This is an optimization exercise on Yosys and OpenROAD, whose aim is small area, not a production implementation. Only simulation tests tie the RTL to the original design; equivalence was not proved. Power is estimated from default activity; no workload was simulated.

$ cat design/flow/config.mk
export PLATFORM = sky130hd
export DESIGN_NAME = reg_file_sb
export DESIGN_NICKNAME = reg_file_sb
export VERILOG_FILES = /design/flow/design.v
export SDC_FILE = /design/flow/constraint.sdc
export NUM_CORES = 4
export LEC_CHECK = 0
export CAP_MARGIN = 20
export CORE_MARGIN = 2
export CORE_UTILIZATION = 40
export SLEW_MARGIN = 20
$ cat design/flow/constraint.sdc
create_clock -name core_clock -period 6.0 [get_ports {clock}]
set_input_delay 1.2000 -clock core_clock [delete_from_list [all_inputs] [get_ports {clock}]]
set_output_delay 1.2000 -clock core_clock [all_outputs]
set_load 0.01 [all_outputs]
$ cat design/flow/design.v
module reg_file_sb #(
  parameter int DATA_W = 32,
  parameter int ADDR_W = 5,
  parameter bit BYPASS = 1'b1
) (
  input  logic              clock,
  input  logic              reset,
  input  logic [ADDR_W-1:0] ra_a,
  input  logic [ADDR_W-1:0] ra_b,
  output logic [DATA_W-1:0] rd_a,
  output logic [DATA_W-1:0] rd_b,
  output logic              busy_a,
  output logic              busy_b,
  input  logic              we0,
  input  logic [ADDR_W-1:0] wa0,
  input  logic [DATA_W-1:0] wd0,
  input  logic              we1,
  input  logic [ADDR_W-1:0] wa1,
  input  logic [DATA_W-1:0] wd1,
  input  logic              iss_en,
  input  logic [ADDR_W-1:0] iss_rd,
  output logic              ready
);
  localparam int              DEPTH    = 1 << ADDR_W;
  localparam logic [ADDR_W:0] LAST_IDX = (ADDR_W + 1)'(DEPTH - 1);
  typedef enum logic {
    S_INIT,
    S_READY
  } state_t;
  state_t            r_state;
  state_t            w_state_nxt;
  logic [ADDR_W:0]   r_cnt;
  logic [ADDR_W:0]   w_cnt_nxt;
  logic [DEPTH-1:0]  r_pending;
  logic [DEPTH-1:0]  w_pend_set;
  logic [DEPTH-1:0]  w_pend_clr;
  logic [DATA_W-1:0] r_mem [DEPTH];
  logic              w_ready;
  logic              w_hit0_a;
  logic              w_hit1_a;
  logic              w_hit0_b;
  logic              w_hit1_b;
  always_ff @(posedge clock or negedge reset) begin
    if (!reset) begin
      r_state <= S_INIT;
      r_cnt   <= '0;
    end else begin
      r_state <= w_state_nxt;
      r_cnt   <= w_cnt_nxt;
    end
  end
  always_comb begin
    w_state_nxt = r_state;
    w_cnt_nxt   = r_cnt;
    case (r_state)
      S_INIT: begin
        w_cnt_nxt = r_cnt + (ADDR_W + 1)'(1);
        if (r_cnt == LAST_IDX) w_state_nxt = S_READY;
      end
      S_READY: w_state_nxt = S_READY;
      default: w_state_nxt = S_INIT;
    endcase
  end
  assign w_ready = (r_state == S_READY);
  assign ready   = w_ready;
  always_ff @(posedge clock) begin
    if (!w_ready) begin
      r_mem[r_cnt[ADDR_W-1:0]] <= '0;
    end else begin
      if (we0 && (wa0 != '0)) r_mem[wa0] <= wd0;
      if (we1 && (wa1 != '0)) r_mem[wa1] <= wd1;
    end
  end
  always_comb begin
    w_pend_set = '0;
    w_pend_clr = '0;
    for (int i = 1; i < DEPTH; i++) begin
      w_pend_set[i] = iss_en && (iss_rd == ADDR_W'(i));
      w_pend_clr[i] = (we0 && (wa0 == ADDR_W'(i))) || (we1 && (wa1 == ADDR_W'(i)));
    end
  end
  always_ff @(posedge clock or negedge reset) begin
    if (!reset) begin
      r_pending <= '0;
    end else if (w_ready) begin
      r_pending <= (r_pending & ~w_pend_clr) | w_pend_set;
    end
  end
  assign w_hit0_a = BYPASS && we0 && (wa0 == ra_a);
  assign w_hit1_a = BYPASS && we1 && (wa1 == ra_a);
  assign w_hit0_b = BYPASS && we0 && (wa0 == ra_b);
  assign w_hit1_b = BYPASS && we1 && (wa1 == ra_b);
  always_comb begin
    rd_a   = '0;
    rd_b   = '0;
    busy_a = 1'b0;
    busy_b = 1'b0;
    if (w_ready) begin
      if (ra_a != '0) begin
        if (w_hit1_a)      rd_a = wd1;
        else if (w_hit0_a) rd_a = wd0;
        else               rd_a = r_mem[ra_a];
        busy_a = r_pending[ra_a] && !(w_hit0_a || w_hit1_a);
      end
      if (ra_b != '0) begin
        if (w_hit1_b)      rd_b = wd1;
        else if (w_hit0_b) rd_b = wd0;
        else               rd_b = r_mem[ra_b];
        busy_b = r_pending[ra_b] && !(w_hit0_b || w_hit1_b);
      end
    end
  end
endmodule
$ cat design/flow/run.sh
#!/bin/bash
# synth_recipe.tcl (not shown) runs the flow's synth.tcl, then flattens the netlist and writes it again
# the make line also repeats each setting of config.mk as NAME=value (left out here)
make -C /OpenROAD-flow-scripts/flow DESIGN_CONFIG=/design/flow/config.mk WORK_HOME=/design/flow/orfs CLKGATE_MAP_FILE= SYNTH_SCRIPT=/design/flow/synth_recipe.tcl finish
==> results.txt <==
Worst EP required 4.80 ns; starting density of the core between 40% and 50%; HPWL Detailed roughly 140000 µm; first-pass GRT wire length roughly 320000 µm; Logic pwr share between 10% and 20%; number of synthesized flops with an enable pin about 1000; First-pass DRT Iterations 6; Pwr per Cell Area 249 nW/µm²; Final Non-Filler Cells between 7000 and 8000; syn nets about 5200; critical path peak fanout 15; Top Metal Used met5; pins over their slew limit 0; switching share of total power about a quarter; Final WS setup between 0.5 and 0.6 ns; synthesized netlist cell count a little over 5000; Die H about 400 µm; Yosys cell types between 50 and 60; met1 wire length around 83000 µm; min Tclk post-route 5.48 ns; share of layout cells above drive strength 1 between 20% and 30%; largest net degree at the start of global routing 66; ANT nets after route 0; Core Region about 150000 µm²; WL per Instance ~32 µm; LEAKAGE 23.0 nW; Syn Area/Cell about 12 µm²; # rows between 100 and 150; Via density 6.53; I/O pin cnt 161; Hold/Removal Path Class reg -> reg; RSZ-0062 raised after global routing false; Tot Pwr 17.4 mW; antenna violations before repair 3; 1st-iter DRT viols between 6000 and 7000; # DRC 0; area delta synth->final 13.3%; Buffers on Ports 160; Max-Cap Viols 0; VDD IR max about 0.24 mV; P_int between 10 and 15 mW; die width 396 µm; Fin Setup TNS 0 ns; CTS tree done; Critical Path Start Type primary input; total grt overflow 0; Slew HR between 20% and 30%; period utilization about nine tenths; synthesized area a little over 60000 µm²; CTS H-tree depth 3; status timing/DRC/antenna clean; pre-CTS setup slack between 0.5 and 0.6 ns; Synth async-reset ratio between 3 and 4%; GP Congestion between 0.8 and 0.9; nets about 5000; Skew-Pair Late Insertion Delay about 0.78 ns; DR WL met2 about 110000 µm; Cell Area, Placed ~66000 µm²; Setup violations, final 0; Clock Tree Root clkbuf_16; design area 69800 µm²; CTS Sinks between 1000 and 1500; critical path class in -> out; Synthesis Warnings 1; utilization after layout 45.8%; register bit count reported by yosys 1062; Hold Buf Count CTS 0; Total Wirelength 229000 µm; Slew @ Worst Pin ~1.1 ns; # placed instances roughly 6900; skew final ~0.045 ns; Setup Fix Bufs, Post-CTS 0; worst path arrival time between 4 and 5 ns; Hold Slack ~0.47 ns; Routed met3 length 27600 µm; register area share after synthesis roughly 50%; GRT Total Usage around 29%; sequential share of power 47.4%; die area 157000 µm²; post-CTS resize count 0; total number of vias between 40000 and 50000; CTS Buffer Depth 3; clock-pin slew on the worst setup and hold paths ~0.060 ns; NetSw between 4 and 5 mW; Max Fclk 183 MHz; CP Capture Type output pin; vias in the first global route between 40000 and 50000; clock power share approximately two fifths; Top FF cell, synth edfxtp_1; Fin. Hold Viols 0; total CTS buffers 118
-- per-layer routing --
metal | GRT usage (%) | up-vias
met2 | 45.7 | 3276
li1 | - | 19164
met3 | 6.24 | 649
met5 | 0 | -
met4 | 12.5 | 2
met1 | 38.2 | 23186
-- state kept, by name (all words and copies together), names as in the netlist --
signal,count
r_cnt,6
r_pending,31
r_state,1
r_mem,1024
-- power groups by stage --
stage	sequential [mW]	clock (mW)	combinational (mW)
2_1_floorplan	8.39	0	1.25
3_3_place_gp	8.40	0	2.04
3_5_place_dp	8.40	0	2.06
4_1_cts	8.24	7.09	2.07
5_1_grt	8.25	7.35	2.20
6_report	8.25	7.06	2.09
-- cells in the mapped netlist, types with 5 or more instances --
cell	instances	share of area, %
nand2_1	1143	7.0
a32o_1	12	0.20
buf_1	95	0.58
o21bai_1	6	0.073
nand4_1	36	0.37
a22oi_1	96	1.2
xor2_1	5	0.071
o211ai_1	32	0.39
buf_4	20	0.24
a21oi_1	20	0.16
dfrtp_1	38	1.5
or2_2	5	0.051
buf_6	12	0.22
nand2b_1	7	0.071
o21ai_1	33	0.27
nor3_1	15	0.12
inv_1	70	0.43
mux2i_1	44	0.72
edfxtp_1	1024	50
nor2b_1	12	0.12
a22o_1	18	0.26
o21ai_0	1070	8.7
a32oi_1	31	0.44
mux4_2	593	22
nor2_1	39	0.24
o22ai_1	46	0.47
clkbuf_1	422	2.6
xnor2_1	20	0.28
buf_2	117	0.95
nand3_1	11	0.089
and2_1	6	0.061
-- cell usage in the layout, fill, tap and decap left out, drive strengths merged, types with 8 or more instances in the layout --
| cell | netlist | layout |
|---|---|---|
| o211ai | 32 | 32 |
| a21oi | 20 | 20 |
| xnor2 | 20 | 20 |
| a22oi | 96 | 96 |
| o21ai | 1103 | 1103 |
| a32o | 12 | 12 |
| nand3 | 11 | 11 |
| nor2b | 12 | 12 |
| inv | 70 | 73 |
| clkdlybuf4s50 | 0 | 151 |
| nand2 | 1143 | 1143 |
| mux2i | 44 | 44 |
| o22ai | 46 | 46 |
| buf | 244 | 223 |
| dfrtp | 38 | 38 |
| nor3 | 18 | 18 |
| nand4 | 36 | 36 |
| a22o | 18 | 18 |
| nor2 | 43 | 43 |
| a32oi | 31 | 31 |
| and2 | 8 | 8 |
| mux4 | 593 | 593 |
| edfxtp | 1024 | 1024 |
| clkinv | 0 | 49 |
| clkbuf | 423 | 150 |
-- worst max-delay path, cell delays in order --
cell and delay, ns:
clkdlybuf4s50_1 0.78, or4_1 0.21, nor2_1 0.06, nor4_2 0.47
buf_4 0.46, a32oi_1 0.18, o211ai_1 0.21, clkdlybuf4s50_1 0.64
-- final cells by class --
cell class                      count  area [µm²]
Inverter                           70         263
Sequential cell                  1062       31700
Fill cell                       13524       82700
Tap cell                         2030        2540
Timing Repair Buffer              374        4170
Clock buffer                      150        3120
Multi-Input combinational cell   3339       27500
Clock inverter                     63         515
Antenna cell                        1        2.50
-- kinds of logic after synthesis --
kind of cell	Yosys count	synth area share (%)
compound gates	1373	12.2
simple gates	1301	8.45
flops	1062	51.5
buf+inv	737	5.00
mux	639	22.4
xor+xnor	25	0.356
fa+ha+maj	1	0.0203
-- final timing paths --
kind                           from             to  slack, ns  cells after the start
max in group asynchronous     reset   r_pending[4]       4.82                      1
max reg2reg                 r_state  r_mem[24][31]       1.91                      6
min                        r_cnt[5]       r_cnt[5]       0.47                      1
min in group asynchronous     reset       r_cnt[1]       0.58                      1
min reg2reg                r_cnt[5]       r_cnt[5]       0.47                      1
max                         ra_a[3]       rd_a[16]       0.52                      8

[port drivers added, routing unchanged]
In the flow no input, the clock included, has a driving cell. The finished layout below was timed again as built, in two steps. Step 1: set_driving_cell puts a clkbuf_16 on clock and a buf_2 on each other input, an assumption about the parent block. Step 2 times the ports against the registers' clock, not the clock port: input delays grow and output delays shrink by t, the midpoint of the rising clock arrivals with the driver on. Slacks: ideal ports / drivers / drivers and shift; pairs: ideal ports / drivers.
shift t [ns]: 0.841
slack for setup (ns): 0.523 / 0.501 / 0.501
worst slew at a driven data input, ns: 0.07
cell pins on the clock port's net: 1
After both steps this run still meets setup and hold. For this run, drivers alone change the setup slack by -0.022 ns; drivers and shift together by -0.022 ns.
